What follows belongs to an exercise in optimizing a design on an open flow for small area, a short achievable clock period and few clock cycles per item; a production flow would make more cautious choices.
Only simulation tests tie the RTL to the original design; equivalence was not proved.

[design.v]
package ttf_pkg;
    localparam int MAG_W = 49;    
    localparam int NRM_W = 30;    
endpackage
module ttf_sqrt2 (
    input  logic [31:0] i_rem,
    input  logic [31:0] i_root,
    input  logic [3:0]  i_bits,
    output logic [31:0] o_rem,
    output logic [31:0] o_root
);
    always_comb begin
        logic [34:0] rem2, trial, d;
        logic [31:0] rm, rt;
        rm = i_rem;
        rt = i_root;
        for (int i = 0; i < 2; i++) begin
            rem2  = {1'b0, rm, i_bits[3-2*i -: 2]};
            trial = {1'b0, rt, 2'b01};
            d     = rem2 - trial;
            if (!d[34]) begin
                rm = d[31:0];
                rt = {rt[30:0], 1'b1};
            end else begin
                rm = rem2[31:0];
                rt = {rt[30:0], 1'b0};
            end
        end
        o_rem  = rm;
        o_root = rt;
    end
endmodule
module ttf_div2 (
    input  logic [31:0] i_rem,
    input  logic [30:0] i_div,
    output logic [31:0] o_rem,
    output logic [1:0]  o_q
);
    always_comb begin
        logic [32:0] r2, d;
        logic [31:0] rm;
        rm = i_rem;
        for (int i = 0; i < 2; i++) begin
            r2 = {rm, 1'b0};
            d  = r2 - {2'b0, i_div};
            if (!d[32]) begin
                rm = d[31:0];
                o_q[1-i] = 1'b1;
            end else begin
                rm = r2[31:0];
                o_q[1-i] = 1'b0;
            end
        end
        o_rem = rm;
    end
endmodule
module triangle_tangent_frame_top (
    input  logic               i_clk,
    input  logic               i_rst_n,
    input  logic               i_in_valid,
    output logic               o_in_stall,
    input  logic [23:0]        i_vertex_id,
    input  logic signed [31:0] i_pos_x,
    input  logic signed [31:0] i_pos_y,
    input  logic signed [31:0] i_pos_z,
    input  logic signed [15:0] i_tex_u,
    input  logic signed [15:0] i_tex_v,
    output logic               o_out_valid,
    input  logic               i_out_stall,
    output logic [23:0]        o_out_vertex_id,
    output logic signed [15:0] o_tangent_x,
    output logic signed [15:0] o_tangent_y,
    output logic signed [15:0] o_tangent_z,
    output logic signed [15:0] o_bitangent_x,
    output logic signed [15:0] o_bitangent_y,
    output logic signed [15:0] o_bitangent_z,
    output logic               o_degenerate,
    output logic               o_last_of_triangle
);
    localparam int MW = ttf_pkg::MAG_W;
    localparam int NW = ttf_pkg::NRM_W;
    logic [2:0] r_t;           
    logic [5:0] r_v;           
    logic       r_par [6];     
    logic       r_sc;          
    logic [1:0] r_cc;          
    logic       r_full;        
    logic       shift;         
    logic en, e1_free, e2_free, acc_ok, accept, acc2, start;
    assign o_out_valid = r_v[5] && (r_t >= 3'd1) && (r_t <= 3'd3);
    assign en          = !(o_out_valid && i_out_stall);
    assign e1_free     = !r_full && !(r_v[0] && r_t < 3'd6);
    assign e2_free     = !r_full && !(r_v[0] && r_t != 3'd7);
    assign acc_ok      = (r_cc == 2'd0) ? !r_full :
                         (r_cc == 2'd1) ? e1_free : e2_free;
    assign o_in_stall  = !acc_ok;
    assign accept      = i_in_valid && acc_ok;
    assign acc2        = accept && (r_cc == 2'd2);
    assign start       = en && (r_t == 3'd7) && (r_full || acc2);
    assign shift       = en && (r_t == 3'd7);
    always_ff @(posedge i_clk) begin
        if (!i_rst_n) begin
            r_t    <= 3'd7;
            r_v    <= '0;
            r_sc   <= '0;
            r_cc   <= '0;
            r_full <= 1'b0;
        end else begin
            if (accept) r_cc <= (r_cc == 2'd2) ? 2'd0 : r_cc + 2'd1;
            if (start) r_full <= 1'b0;
            else if (acc2) r_full <= 1'b1;
            if (en) begin
                if (r_t == 3'd7) begin
                    r_v  <= {r_v[4:0], start};
                    r_sc <= r_sc ^ start;
                    r_t  <= ({r_v[4:0], start} != 6'd0) ? 3'd0 : 3'd7;
                end else begin
                    r_t <= r_t + 3'd1;
                end
            end
        end
    end
    logic [23:0] r_idin [3];
    logic [23:0] r_ida [6][3];
    always_ff @(posedge i_clk) begin
        if (shift) begin
            r_par[0] <= r_sc;
            for (int a = 1; a < 6; a++) r_par[a] <= r_par[a-1];
            r_ida[0][0] <= r_idin[0];
            r_ida[0][1] <= r_idin[1];
            r_ida[0][2] <= acc2 ? i_vertex_id : r_idin[2];
            for (int r = 0; r < 3; r++) begin
                for (int a = 1; a < 6; a++) r_ida[a][r] <= r_ida[a-1][r];
            end
        end
    end
    logic signed [31:0] r_p0 [3];
    logic signed [15:0] r_u0, r_v0;
    logic signed [32:0] r_e1 [3];
    logic signed [32:0] r_e2 [3];
    logic signed [16:0] r_du1, r_dv1, r_du2, r_dv2;
    always_ff @(posedge i_clk) begin
        if (accept) begin
            r_idin[r_cc] <= i_vertex_id;
            case (r_cc)
                2'd0: begin
                    r_p0[0] <= i_pos_x;
                    r_p0[1] <= i_pos_y;
                    r_p0[2] <= i_pos_z;
                    r_u0    <= i_tex_u;
                    r_v0    <= i_tex_v;
                end
                2'd1: begin
                    r_e1[0] <= 33'(i_pos_x) - 33'(r_p0[0]);
                    r_e1[1] <= 33'(i_pos_y) - 33'(r_p0[1]);
                    r_e1[2] <= 33'(i_pos_z) - 33'(r_p0[2]);
                    r_du1   <= 17'(i_tex_u) - 17'(r_u0);
                    r_dv1   <= 17'(i_tex_v) - 17'(r_v0);
                end
                default: begin
                    r_e2[0] <= 33'(i_pos_x) - 33'(r_p0[0]);
                    r_e2[1] <= 33'(i_pos_y) - 33'(r_p0[1]);
                    r_e2[2] <= 33'(i_pos_z) - 33'(r_p0[2]);
                    r_du2   <= 17'(i_tex_u) - 17'(r_u0);
                    r_dv2   <= 17'(i_tex_v) - 17'(r_v0);
                end
            endcase
        end
    end
    logic signed [16:0] r_opa1, r_opa2;
    logic signed [32:0] r_opx1, r_opx2;
    logic signed [49:0] r_prod1, r_prod2;
    logic signed [32:0] r_ce12;
    logic signed [16:0] mux_a1, mux_a2;
    logic signed [32:0] mux_x1, mux_x2;
    always_comb begin
        logic [1:0] k;
        logic signed [32:0] e1k;
        k   = 2'((r_t - 3'd1) >> 1);
        e1k = (r_t == 3'd6) ? r_ce12 : r_e1[k];
        if (r_t == 3'd0) begin
            mux_a1 = r_du1;   mux_x1 = 33'(r_dv2);
            mux_a2 = r_du2;   mux_x2 = 33'(r_dv1);
        end else if (r_t[0]) begin
            mux_a1 = r_dv2;   mux_x1 = e1k;
            mux_a2 = r_dv1;   mux_x2 = r_e2[k];
        end else begin
            mux_a1 = r_du1;   mux_x1 = r_e2[k];
            mux_a2 = r_du2;   mux_x2 = e1k;
        end
    end
    logic signed [50:0] res;
    logic [MW-1:0]      mag;
    assign res = 51'(r_prod1) - 51'(r_prod2);
    assign mag = res[50] ? MW'(-res) : MW'(res);
    logic [MW-1:0] r_m [5];
    logic [4:0]    r_sg;
    logic          m_shift;
    logic [5:0]    r_dneg, r_dzero;
    assign m_shift = (r_v[0] && r_t >= 3'd3) || (r_v[1] && r_t == 3'd0);
    always_ff @(posedge i_clk) begin
        if (en) begin
            if (r_v[0] && r_t <= 3'd6) begin
                r_opa1 <= mux_a1;
                r_opx1 <= mux_x1;
                r_opa2 <= mux_a2;
                r_opx2 <= mux_x2;
            end
            if (r_v[0] && r_t == 3'd5) r_ce12 <= r_e1[2];
            r_prod1 <= r_opa1 * r_opx1;
            r_prod2 <= r_opa2 * r_opx2;
            if (r_v[0] && r_t == 3'd2) begin
                r_dneg[0]  <= res[50];
                r_dzero[0] <= (res == '0);
            end
            if (r_t == 3'd7) begin
                r_dneg[5:1]  <= r_dneg[4:0];
                r_dzero[5:1] <= r_dzero[4:0];
            end
            if (m_shift) begin
                r_m[0]  <= mag;
                r_sg[0] <= res[50];
                for (int i = 1; i < 5; i++) begin
                    r_m[i]  <= r_m[i-1];
                    r_sg[i] <= r_sg[i-1];
                end
            end
        end
    end
    logic [MW-1:0] nm [3];
    logic [MW-1:0] nor_all;
    logic [4:0]    nsh;
    logic [NW-1:0] nn [3];
    always_comb begin
        for (int k = 0; k < 3; k++) nm[k] = r_m[4 - 2*k];
        nor_all = nm[0] | nm[1] | nm[2];
        nsh = '0;
        for (int i = NW; i < MW; i++) if (nor_all[i]) nsh = 5'(i - NW + 1);
        for (int k = 0; k < 3; k++) nn[k] = NW'(nm[k] >> nsh);
    end
    logic [NW-1:0] r_nt [1:3][3];
    logic [NW-1:0] r_nb [1:4][3];
    logic [2:0]    r_st [1:4];
    logic [2:0]    r_sb [1:5];
    logic [1:4]    r_zt;
    logic [1:5]    r_zb;
    always_ff @(posedge i_clk) begin
        if (en) begin
            if (r_v[1] && r_t == 3'd0) begin
                for (int k = 0; k < 3; k++) r_nt[1][k] <= nn[k];
                r_st[1] <= {r_sg[0], r_sg[2], r_sg[4]};
                r_zt[1] <= (nor_all == '0);
            end
            if (r_v[1] && r_t == 3'd1) begin
                for (int k = 0; k < 3; k++) r_nb[1][k] <= nn[k];
                r_sb[1] <= {r_sg[0], r_sg[2], r_sg[4]};
                r_zb[1] <= (nor_all == '0);
            end
            if (r_t == 3'd7) begin
                for (int k = 0; k < 3; k++) begin
                    for (int a = 2; a <= 3; a++) r_nt[a][k] <= r_nt[a-1][k];
                    for (int a = 2; a <= 4; a++) r_nb[a][k] <= r_nb[a-1][k];
                end
                for (int a = 2; a <= 4; a++) begin
                    r_st[a] <= r_st[a-1];
                    r_zt[a] <= r_zt[a-1];
                end
                for (int a = 2; a <= 5; a++) begin
                    r_sb[a] <= r_sb[a-1];
                    r_zb[a] <= r_zb[a-1];
                end
            end
        end
    end
    logic [NW-1:0]   r_sqop;
    logic [2*NW-1:0] r_sq;
    logic [2*NW+1:0] r_s;
    logic [2*NW-1:0] sq_full;
    always_comb begin
        sq_full = '0;
        for (int i = 0; i < NW; i++) begin
            logic [2*NW-1:0] row;
            row = '0;
            row[2*i] = r_sqop[i];
            for (int j = i + 1; j < NW; j++) row[i+j+1] = r_sqop[i] & r_sqop[j];
            sq_full = sq_full + row;
        end
    end
    always_ff @(posedge i_clk) begin
        if (en) begin
            case (r_t)
                3'd1: r_sqop <= r_nt[1][0];
                3'd2: r_sqop <= r_nt[1][1];
                3'd3: r_sqop <= r_nt[1][2];
                3'd4: r_sqop <= r_nb[1][0];
                3'd5: r_sqop <= r_nb[1][1];
                3'd6: r_sqop <= r_nb[1][2];
                default: ;
            endcase
            r_sq <= sq_full;
            if (r_t == 3'd3 || r_t == 3'd6) r_s <= (2*NW+2)'(r_sq);
            else r_s <= r_s + (2*NW+2)'(r_sq);
        end
    end
    logic [31:0] r_rem [4];
    logic [31:0] r_root [4];
    logic [63:0] r_rad [4];
    logic [31:0] o_rem [4];
    logic [31:0] o_root [4];
    logic [63:0] s_fin;
    logic        ld [4];
    logic [30:0] r_lt, r_lb;
    assign s_fin = 64'(r_s + (2*NW+2)'(r_sq));
    assign ld[0] = r_v[1] && r_t == 3'd5 && !r_par[1];
    assign ld[1] = r_v[1] && r_t == 3'd5 &&  r_par[1];
    assign ld[2] = r_v[2] && r_t == 3'd0 && !r_par[2];
    assign ld[3] = r_v[2] && r_t == 3'd0 &&  r_par[2];
    for (genvar u = 0; u < 4; u++) begin : g_sqrt
        ttf_sqrt2 u_sq (.i_rem(r_rem[u]), .i_root(r_root[u]), .i_bits(r_rad[u][63:60]),
                        .o_rem(o_rem[u]), .o_root(o_root[u]));
        always_ff @(posedge i_clk) begin
            if (en) begin
                r_rem[u]  <= ld[u] ? 32'd0 : o_rem[u];
                r_root[u] <= ld[u] ? 32'd0 : o_root[u];
                r_rad[u]  <= ld[u] ? s_fin : {r_rad[u][59:0], 4'd0};
            end
        end
    end
    always_ff @(posedge i_clk) begin
        if (en) begin
            if (r_v[3] && r_t == 3'd5) r_lt <= r_par[3] ? o_root[1][30:0] : o_root[0][30:0];
            if (r_v[4] && r_t == 3'd0) r_lb <= r_par[4] ? o_root[3][30:0] : o_root[2][30:0];
        end
    end
    logic [31:0] r_drt [3];
    logic [31:0] r_drb [3];
    logic [15:0] r_dqt [3];
    logic [15:0] r_dqb [3];
    logic [31:0] dot_rem [3];
    logic [31:0] dob_rem [3];
    logic [1:0]  dot_q [3];
    logic [1:0]  dob_q [3];
    logic        dldt, dldb;
    assign dldt = (r_t == 3'd5);
    assign dldb = (r_t == 3'd0);
    for (genvar k = 0; k < 3; k++) begin : g_div
        ttf_div2 u_dt (.i_rem(r_drt[k]), .i_div(r_lt), .o_rem(dot_rem[k]), .o_q(dot_q[k]));
        ttf_div2 u_db (.i_rem(r_drb[k]), .i_div(r_lb), .o_rem(dob_rem[k]), .o_q(dob_q[k]));
        always_ff @(posedge i_clk) begin
            if (en) begin
                r_drt[k] <= dldt ? 32'(r_nt[3][k]) : dot_rem[k];
                r_drb[k] <= dldb ? 32'(r_nb[4][k]) : dob_rem[k];
                r_dqt[k] <= {r_dqt[k][13:0], dot_q[k]};
                r_dqb[k] <= {r_dqb[k][13:0], dob_q[k]};
            end
        end
    end
    logic signed [15:0] r_ot [3];
    logic signed [15:0] r_ob [3];
    logic               r_odeg, r_degt;
    logic [15:0]        qvt [3];
    logic [15:0]        qvb [3];
    logic               zt, zb, dnt, dnb;
    assign dnt = r_dneg[4];
    assign dnb = r_dneg[5];
    assign zt  = r_dzero[4] | r_zt[4];
    assign zb  = r_dzero[5] | r_zb[5];
    always_comb begin
        for (int k = 0; k < 3; k++) begin
            logic [15:0] q16, qf;
            q16    = {r_dqt[k][13:0], dot_q[k]};
            qf     = 16'((16'(q16[15:1]) + 16'd1) >> 1);
            qvt[k] = zt ? 16'd0 : ((r_st[4][k] ^ dnt) ? -qf : qf);
            q16    = {r_dqb[k][13:0], dob_q[k]};
            qf     = 16'((16'(q16[15:1]) + 16'd1) >> 1);
            qvb[k] = zb ? 16'd0 : ((r_sb[5][k] ^ dnb) ? -qf : qf);
        end
    end
    always_ff @(posedge i_clk) begin
        if (en) begin
            if (r_v[4] && r_t == 3'd5) begin
                for (int k = 0; k < 3; k++) r_ot[k] <= qvt[k];
                r_degt <= zt;
            end
            if (r_v[5] && r_t == 3'd0) begin
                for (int k = 0; k < 3; k++) r_ob[k] <= qvb[k];
                r_odeg <= r_degt | zb;
            end
        end
    end
    logic [1:0] fr;
    assign fr = 2'(r_t - 3'd1);
    assign o_out_vertex_id    = r_ida[5][fr];
    assign o_tangent_x        = r_ot[0];
    assign o_tangent_y        = r_ot[1];
    assign o_tangent_z        = r_ot[2];
    assign o_bitangent_x      = r_ob[0];
    assign o_bitangent_y      = r_ob[1];
    assign o_bitangent_z      = r_ob[2];
    assign o_degenerate       = r_odeg;
    assign o_last_of_triangle = (r_t == 3'd3);
endmodule
[constraint.sdc]
create_clock -name core_clock -period 10.0 [get_ports {i_clk}]
set_input_delay 2.0000 -clock core_clock [delete_from_list [all_inputs] [get_ports {i_clk}]]
set_output_delay 2.0000 -clock core_clock [all_outputs]
set_load 0.01 [all_outputs]
[run.sh]
#!/bin/bash
# synth_recipe.tcl (not shown) runs the flow's synth.tcl, then flattens the netlist and writes it again
# the make line also repeats each setting of config.mk as NAME=value (left out here)
make -C /OpenROAD-flow-scripts/flow DESIGN_CONFIG=/design/flow/config.mk WORK_HOME=/design/flow/orfs CLKGATE_MAP_FILE= SYNTH_SCRIPT=/design/flow/synth_recipe.tcl finish
[config.mk]
export PLATFORM = sky130hd
export DESIGN_NAME = triangle_tangent_frame_top
export DESIGN_NICKNAME = triangle_tangent_frame_top
export VERILOG_FILES = /design/flow/design.v
export SDC_FILE = /design/flow/constraint.sdc
export NUM_CORES = 4
export LEC_CHECK = 0
export ABC_CLOCK_PERIOD_IN_PS = 5000
export CAP_MARGIN = 20
export CORE_MARGIN = 2
export CORE_UTILIZATION = 50
export CTS_BUF_LIST = sky130_fd_sc_hd__clkbuf_8
export SETUP_SLACK_MARGIN = 2.0
export SLEW_MARGIN = 20
==> notes.md, run 1 <==
CLOCK TREE
------------------------------------------------------------------------------------
Worst-case clock buffer depth .........................................            4
Clock-pin slew on the worst setup and hold paths ......................      0.07 ns
CTS H-tree depth ......................................................            6
CTS tree ..............................................................          yes
Count of clock tree sinks .............................................         3201
Total of hold buffers inserted after clock tree synthesis .............            0
Clk root buf .......................................................... sky130_fd_sc_hd__clkbuf_8
Source-to-sink clock delay at the later pin of the worst-skew pair ....      1.24 ns
Number of buffers created by CTS ......................................          565

LOGIC SYNTHESIS
------------------------------------------------------------------------------------
Yosys warnings ........................................................           57
Proportion of synthesized flip-flops having asynchronous set or reset .            0
Netlist area before placement .........................................   224000 µm²
Avg Inst Size Synth ...................................................     10.6 µm²
Synth Instances .......................................................        21.2k
Dominant register cell in the synthesized netlist ..................... sky130_fd_sc_hd__edfxtp_1
Yosys reg bits ........................................................         3201
Proportion of netlist area held by the largest area contributor .......        0.427
Cell types occupying the most area after synthesis .................... sky130_fd_sc_hd__edfxtp_1, sky130_fd_sc_hd__fa_1, sky130_fd_sc_hd__ha_1
Post-synth EDFFs ......................................................         3188
Synth cell types ......................................................          117
Count leader, synth ................................................... sky130_fd_sc_hd__edfxtp_1
Synth Net Count .......................................................        24.1k
Share of the yosys chip area belonging to registers ...................        0.428
Cell type with the highest aggregate area in the netlist .............. sky130_fd_sc_hd__edfxtp_1
Leading cell types by count after synthesis ........................... sky130_fd_sc_hd__edfxtp_1, sky130_fd_sc_hd__nand2_1, sky130_fd_sc_hd__inv_1

LAYOUT
------------------------------------------------------------------------------------
Nets ..................................................................        24.4k
Layout area overhead ..................................................        9.45%
Non-filler instance count after layout ................................        27.9k
Share of cells above drive strength 1 .................................       0.0674
Post-route cell area ..................................................   245000 µm²

STA
------------------------------------------------------------------------------------
Final-report hold violation count .....................................            0
Tcrit/Tclk final ......................................................        0.765
Setup clock skew after layout .........................................    0.0919 ns
RSZ-0062 raised after global routing ..................................        false
Final critical-path required period ...................................      7.65 ns
Setup_tns .............................................................         0 ns
Hold WS ...............................................................     0.370 ns
Maximum clock rate ....................................................      131 MHz
Headroom to the max-slew limit ........................................       0.0685
Final Slew Violations .................................................            0
Worst-Margin Slew .....................................................      1.39 ns
Final setup violation count ...........................................            0

SETUP PATH
------------------------------------------------------------------------------------
Worst reg2reg path endpoint ...........................................  r_prod1[48]
Signal arrival time at the worst endpoint .............................      8.63 ns
Category of the critical setup timing path ............................ register to register
Kind of launch point of the worst setup path ..........................     register
FF-to-FF Start ........................................................    r_opx1[5]
Worst setup slack for register-to-register paths ......................      2.35 ns
Capturing element of the worst setup path .............................  r_prod1[48]
Top fanout value on the critical path .................................           17
Capturing element type of the critical path ...........................     register
Critical path startpoint ..............................................    r_opx1[5]
Required time worst endpoint ..........................................     10.98 ns
Worst reg2reg path depth ..............................................           24

FLOORPLAN
------------------------------------------------------------------------------------
Starting density of the core ..........................................        0.503
Io pins ...............................................................          280
Number of rows created at floorplan ...................................          245
Die Outline Area ......................................................   453000 µm²
Die span in x .........................................................       673 µm
Area of the core region ...............................................   446000 µm²
DIE HEIGHT ............................................................       673 µm

ROUTING
------------------------------------------------------------------------------------
Number of remaining DRC errors ........................................            0
Number of antenna-violating nets in the routed design .................            0
Routed Wire Length ....................................................    614000 µm
Pre-antenna DRT Iters .................................................            9
Via count .............................................................         159k
Per-cell routed wire length ...........................................      22.0 µm
Detailed-route vias per instance ......................................         5.68
Drt initial violations ................................................        12.6k

GLOBAL ROUTE
------------------------------------------------------------------------------------
Aggregate global routing overflow .....................................            0
Combined global-route utilization of all metal layers .................        0.267
Wire length of the first global-routing pass ..........................    938000 µm
Pin count of the biggest net entering global routing ..................          209
Via count of the first global-routing pass ............................         158k
Number of antenna violations at the first check in global routing .....           27

PLACE
------------------------------------------------------------------------------------
Total instance count after detailed placement .........................        26.8k
Final Wtd Congestion ..................................................        0.929
IO buf count ..........................................................          279
Post-place instance area ..............................................   233000 µm²
HPWL reported at the end of detailed placement ........................    453000 µm

RUN
------------------------------------------------------------------------------------
Number of max-capacitance violations reported .........................            0

OUTCOME
------------------------------------------------------------------------------------
Run status ............................................................  no timing/DRC/antenna violations

HOLD PATH
------------------------------------------------------------------------------------
Class of the tightest hold or removal check ........................... register to register

-- cells by family (layout without fill, tap and decap cells) --
kind of cell	count (synthesis)	in the layout	synth area share
compound gates	4528	4528	0.127
xor+xnor	1063	1068	0.0419
fa+ha+maj	2758	2758	0.202
buf+inv	2962	3690	0.0502
flops	3201	3201	0.428
mux	515	515	0.0246
other cells	0	44	0
simple gates	6159	6159	0.126
-- registers in the layout (all words and copies together) (netlist names), 48 cells and up, named ones only --
name and cells:
r_e2 99, r_root 128, r_m 245, r_prod2 50
r_prod1 50, r_p0 96, r_rad 256, r_drt 96
r_nb 360, r_nt 270, r_s 62, r_rem 128
r_sq 59, r_ot 48, r_drb 96, r_idin 72
r_ida 408, r_ob 48, r_e1 99
-- area by class of cell --
cell class                 count  area, µm²
timing repair inverter         1       7.51
clock inverter               437       3050
inverter                    2091       7890
timing repair buffer         589       5410
antenna                       44        110
fill                       39300     201000
clock buffer                 572       7870
multi-input combinational  15000     117000
sequential                  3201      96000
tap                         5928       7420
-- cells in the final DEF (no fill, tap or decap), types with 162 or more instances in the layout --
cell type,instances
sky130_fd_sc_hd__edfxtp_1,3188
sky130_fd_sc_hd__nand2_1,2574
sky130_fd_sc_hd__inv_1,2226
sky130_fd_sc_hd__fa_1,1436
sky130_fd_sc_hd__nor2_1,1406
sky130_fd_sc_hd__ha_1,1315
sky130_fd_sc_hd__a21oi_1,1261
sky130_fd_sc_hd__o21ai_0,1214
sky130_fd_sc_hd__and2_1,720
sky130_fd_sc_hd__xnor2_1,667
sky130_fd_sc_hd__clkbuf_8,572
sky130_fd_sc_hd__a21o_1,515
sky130_fd_sc_hd__xor2_1,385
sky130_fd_sc_hd__mux2i_1,317
sky130_fd_sc_hd__nand3_1,312
sky130_fd_sc_hd__buf_4,284
sky130_fd_sc_hd__clkdlybuf4s50_1,279
sky130_fd_sc_hd__a31oi_1,240
sky130_fd_sc_hd__nor3_1,205
sky130_fd_sc_hd__mux2_2,188
sky130_fd_sc_hd__o21a_1,171
sky130_fd_sc_hd__nand2b_1,162
-- worst min path at each step --
stage	from	end	slack, ns	cells past startpoint
floorplan	r_idin[2][0]	register	0.40	0
global placement	r_idin[0][14]	r_ida[0][14]	0.40	0
detailed placement	r_idin[2][0]	register	0.40	0
CTS	r_nb[5][23]	r_nb[8][23]	0.37	0
global route	r_nb[5][23]	r_nb[8][23]	0.38	0
finish	r_nb[5][23]	r_nb[8][23]	0.37	0
-- worst max-delay path: stages (launching register included) --
cell                        delay (ns)
sky130_fd_sc_hd__edfxtp_1         0.66
sky130_fd_sc_hd__and2_1           0.30
sky130_fd_sc_hd__fa_1             0.49
sky130_fd_sc_hd__inv_1            0.05
sky130_fd_sc_hd__fa_1             0.48
sky130_fd_sc_hd__fa_1             0.51
sky130_fd_sc_hd__fa_1             0.55
sky130_fd_sc_hd__inv_1            0.05
sky130_fd_sc_hd__fa_1             0.50
sky130_fd_sc_hd__inv_1            0.06
sky130_fd_sc_hd__fa_1             0.48
sky130_fd_sc_hd__inv_1            0.05
sky130_fd_sc_hd__ha_1             0.33
sky130_fd_sc_hd__a21oi_1          0.34
sky130_fd_sc_hd__nor2b_1          0.12
sky130_fd_sc_hd__or3_1            0.36
sky130_fd_sc_hd__o2111ai_1        0.32
sky130_fd_sc_hd__a31o_2           0.26
sky130_fd_sc_hd__o21ai_0          0.24
sky130_fd_sc_hd__a21oi_1          0.38
sky130_fd_sc_hd__a21oi_1          0.13
sky130_fd_sc_hd__o22ai_1          0.30
sky130_fd_sc_hd__o21ai_0          0.16
sky130_fd_sc_hd__a21oi_1          0.19
sky130_fd_sc_hd__xnor2_1          0.09
-- stage by stage --
step,utilization,worst slack (ns)
final,0.550,2.35
after global routing,0.550,1.95
after CTS,0.548,2.02
after detailed placement,0.523,1.34
after global placement,0.523,1.41
after floorplan,-,-7.08
-- what timing repair did --
| item | 4_1_cts | 5_1_grt |
|---|---|---|
| pin swaps | 1 | 4 |
| endpoints found under the setup margin | 159 | 232 |
| resized for setup | 13 | 33 |
| hold endpoints to repair | 0 | 0 |
| gates cloned | 2 | 4 |
| buffers inserted | 11 | 48 |
-- metal layers --
metal  vias up  track usage  part of all wire
li1      74800            -                 -
met1     78100        0.347              0.42
met2      4609        0.454              0.48
met3      1036       0.0364             0.057
met4        12        0.106             0.044
met5         -            0           0.00011
Testbench counts, summed over its fixed seeds: cycles 2,872, items 320.
==> run 2: changes to the inputs <==
--- a/config.mk
+++ b/config.mk
@@ -10,5 +10,5 @@
 export CORE_MARGIN = 2
-export CORE_UTILIZATION = 50
+export CORE_UTILIZATION = 45
 export CTS_BUF_LIST = sky130_fd_sc_hd__clkbuf_8
-export SETUP_SLACK_MARGIN = 2.0
+export SETUP_SLACK_MARGIN = 3.0
 export SLEW_MARGIN = 20
==> notes.md, run 2 <==
LAYOUT
------------------------------------------------------------------------------------
Post-route cell area ..................................................   251000 µm²   +2.3%
Filler instances ......................................................        45.0k   +15%
Register ranked first by flip-flop count ..............................        r_ida
Highest-count cells in the layout ignoring fill and taps .............. sky130_fd_sc_hd__edfxtp_1, sky130_fd_sc_hd__nand2_1, sky130_fd_sc_hd__inv_1, sky130_fd_sc_hd__fa_1, sky130_fd_sc_hd__nor2_1
Share of cells above drive strength 1 .................................       0.0900   +0.0225
Layout area overhead ..................................................        12.0%
Fraction of the core area covered by cells at the end of the flow .....        0.505   -0.0451
Most common cell after layout, fill and taps aside .................... sky130_fd_sc_hd__edfxtp_1
Nets ..................................................................        24.7k   +1.3%
Biggest regs .......................................................... r_ida: 408 flops, r_nb: 360 flops, r_nt: 270 flops
Flip-flop count of the largest register after layout ..................          408   unchanged

HOLD PATH
------------------------------------------------------------------------------------
Class of the tightest hold or removal check ........................... register to register
Hold path startpoint ..................................................   r_nt[4][6]

LOGIC SYNTHESIS
------------------------------------------------------------------------------------
Proportion of synthesized flip-flops having asynchronous set or reset .            0   unchanged
Count leader, synth ................................................... sky130_fd_sc_hd__edfxtp_1
Netlist area before placement .........................................   224000 µm²   unchanged
Dominant register cell in the synthesized netlist ..................... sky130_fd_sc_hd__edfxtp_1
Yosys warnings ........................................................           57   unchanged
Share of the yosys chip area belonging to registers ...................        0.428   unchanged
Yosys reg bits ........................................................         3201   unchanged
Synth cell types ......................................................          117   unchanged
Post-synth EDFFs ......................................................         3188   unchanged
Leading cell types by count after synthesis ........................... sky130_fd_sc_hd__edfxtp_1, sky130_fd_sc_hd__nand2_1, sky130_fd_sc_hd__inv_1
Synth Net Count .......................................................        24.1k   unchanged
Avg Inst Size Synth ...................................................     10.6 µm²   unchanged
Synth Instances .......................................................        21.2k   unchanged
Cell types occupying the most area after synthesis .................... sky130_fd_sc_hd__edfxtp_1, sky130_fd_sc_hd__fa_1, sky130_fd_sc_hd__ha_1
Cell type with the highest aggregate area in the netlist .............. sky130_fd_sc_hd__edfxtp_1
Proportion of netlist area held by the largest area contributor .......        0.427   unchanged

CLOCK TREE
------------------------------------------------------------------------------------
Clk root buf .......................................................... sky130_fd_sc_hd__clkbuf_8
Number of buffers created by CTS ......................................          568   +0.53%
Clock-pin slew on the worst setup and hold paths ......................      0.06 ns   about the same
CTS tree ..............................................................          yes
Worst-case clock buffer depth .........................................            4   unchanged
Count of clock tree sinks .............................................         3201   unchanged
CTS H-tree depth ......................................................            6   unchanged
Total of hold buffers inserted after clock tree synthesis .............            0   unchanged
Source-to-sink clock delay at the later pin of the worst-skew pair ....      1.26 ns   +0.02 ns

FLOORPLAN
------------------------------------------------------------------------------------
DIE HEIGHT ............................................................       710 µm   +5.4%
Starting density of the core ..........................................        0.451   -0.0517
Die Outline Area ......................................................   504000 µm²   +11%
Io pins ...............................................................          280   unchanged
Die span in x .........................................................       710 µm   +5.4%
Number of rows created at floorplan ...................................          259   +5.7%
Area of the core region ...............................................   497000 µm²   +11%

SETUP PATH
------------------------------------------------------------------------------------
Cell repeated most along the worst path ............................... sky130_fd_sc_hd__fa_1
Sequence of cells on the critical path ................................ buf_12 -> buf_12 -> nand2_1 -> fa_1 -> fa_1 -> inv_1 -> fa_1 -> fa_1 -> fa_1 -> ha_1 -> ha_2 -> a21o_1 -> a21o_1 -> a21oi_1 -> o21ai_1 -> a211o_1 -> a32oi_4 -> a211oi_4 -> o31ai_4 -> o21ai_2 -> a31o_2 -> a31oi_2 -> o21bai_1 -> xor2_1
Required time worst endpoint ..........................................     10.92 ns   -0.06 ns
Worst setup slack for register-to-register paths ......................      3.15 ns   +0.80 ns
Crit path max-delay family ............................................  adder cells
Signal arrival time at the worst endpoint .............................      7.77 ns   -0.86 ns
Capturing element type of the critical path ...........................     register
Worst path buffer plus inverter count .................................            3   -1
Category of the critical setup timing path ............................ register to register
Critical Path Slowest Stage Cell ...................................... sky130_fd_sc_hd__fa_1
Worst stage delay on the critical path ................................      0.55 ns   -0.11 ns
Kind of launch point of the worst setup path ..........................     register
Critical path startpoint ..............................................   r_sqop[15]
Top fanout value on the critical path .................................            9   -8
FF-to-FF Start ........................................................   r_sqop[15]

GLOBAL ROUTE
------------------------------------------------------------------------------------
Combined global-route utilization of all metal layers .................        0.239   -0.0285
Aggregate global routing overflow .....................................            0   unchanged
Via count of the first global-routing pass ............................         158k   +0.47%
Number of antenna violations at the first check in global routing .....           35   +30%
Wire length of the first global-routing pass ..........................    936000 µm   -0.18%
Pin count of the biggest net entering global routing ..................          195   -6.7%

STA
------------------------------------------------------------------------------------
Setup clock skew after layout .........................................     0.108 ns   +0.0162 ns
Setup_tns .............................................................         0 ns   unchanged
Final critical-path required period ...................................      6.85 ns   -0.800 ns
Headroom to the max-slew limit ........................................        0.158   +0.0900
Maximum clock rate ....................................................      146 MHz   +12%
Final setup violation count ...........................................            0   unchanged
Final-report hold violation count .....................................            0   unchanged
Worst-Margin Slew .....................................................      1.25 ns   -0.138 ns
Crit path setup slack, layout .........................................      3.15 ns   +0.800 ns
Tcrit/Tclk final ......................................................        0.685   -0.0800
RSZ-0062 raised after global routing ..................................         true
Final Slew Violations .................................................            0   unchanged

PLACE
------------------------------------------------------------------------------------
IO buf count ..........................................................          279   unchanged
HPWL reported at the end of detailed placement ........................    444000 µm   -2.0%
Final Wtd Congestion ..................................................        0.947   +2.0%
Post-place instance area ..............................................   234000 µm²   +0.43%
Post-place setup slack ................................................      1.30 ns   -0.0399 ns

ROUTING
------------------------------------------------------------------------------------
Drt initial violations ................................................        12.5k   -0.59%
Detailed-route vias per instance ......................................         5.52   -2.9%
Pre-antenna DRT Iters .................................................            8   -1
Number of remaining DRC errors ........................................            0   unchanged
Per-cell routed wire length ...........................................      21.3 µm   -3.5%
Routed Wire Length ....................................................    615000 µm   +0.14%
Number of antenna-violating nets in the routed design .................            0   unchanged
Via count .............................................................         160k   +0.78%

OUTCOME
------------------------------------------------------------------------------------
Run status ............................................................  no timing/DRC/antenna violations

RUN
------------------------------------------------------------------------------------
Number of max-capacitance violations reported .........................            0   unchanged

[run 2: metrics by stage]
stage	hold slack (ns)	cells
finish	0.387	28900
floorplan	0.400	21200
global route	0.355	28900
CTS	0.349	28700
detailed placement	0.405	27500
global placement	0.400	27500
[run 2: final cells by class]
| cell class | instances | area [µm²] | area share |
|---|---|---|---|
| diodes | 53 | 133 | 0.000529 |
| clock buffers | 572 | 7870 | 0.0314 |
| clock inverters | 424 | 2790 | 0.0111 |
| inverters | 2091 | 8000 | 0.0319 |
| multi-input cells | 15000 | 119000 | 0.474 |
| flip-flops and latches | 3201 | 96000 | 0.383 |
| well taps | 6655 | 8330 | 0.0332 |
| repair buffers | 904 | 8770 | 0.0349 |
| repair inverters | 3 | 23.8 | 0.0000948 |
[run 2: routing by layer]
layer,track usage,share of wire
met1,0.313,0.42
met2,0.397,0.47
met3,0.0364,0.061
met4,0.0989,0.045
met5,0,0.00019
[run 2: repair_timing]
action                                  4_1_cts  5_1_grt
gates resized for setup                     149      339
buffers inserted                            218      130
pin swaps                                    29      129
endpoints found under the setup margin      321      348
cloned                                       11       13
[run 2: cell families after synthesis]
family                   synth area share
AND/OR/NAND/NOR                     0.126
AO/OA/AOI/OAI                       0.127
flip-flops                          0.428
buffers and inverters              0.0502
adder cells (fa/ha/maj)             0.202
XOR/XNOR                           0.0419
multiplexers                       0.0246
[run 2: path summary, 6_finish.rpt]
kind / to / cells after the start
setup / recovery: r_sq[58] / 24
hold / removal: r_nt[7][6] / 0
setup reg to reg: r_sq[58] / 24
hold reg to reg: r_nt[7][6] / 0

[what the ideal ports hide]
How much do the figures lean on ideal ports? The routed layouts below were timed once more, with nothing changed but the port constraints. Step 1 (the two cells are an assumption about what drives the block):
set clk [get_ports {i_clk}]
set_driving_cell -lib_cell sky130_fd_sc_hd__clkbuf_16 $clk
set_driving_cell -lib_cell sky130_fd_sc_hd__buf_2 [delete_from_list [all_inputs] $clk]
Step 2 adds t to the input delays and takes it off the output delays; t is the mean of the earliest and latest rising clock arrival at the registers after step 1. Input paths then give back, and output paths get back, about the clock's delay inside the block. Slacks: no drivers / after step 1 / after step 2; pairs: no drivers / after step 1.
run | shift t [ns] | setup WS [ns] | worst setup path at the end | latest minus earliest clock arrival (ns) | cell pins on the clock port's net
run 1 | 1.313 | 2.350 / 2.350 / 2.350 | register to register | 0.110 / 0.110 | 1
run 2 | 1.324 | 3.150 / 3.150 / 2.872 | input to register | 0.115 / 0.115 | 1
After both steps setup and hold are still met in every run listed. For run 2, which loses most, drivers alone change the setup slack by 0.000 ns; drivers and shift together by -0.278 ns.
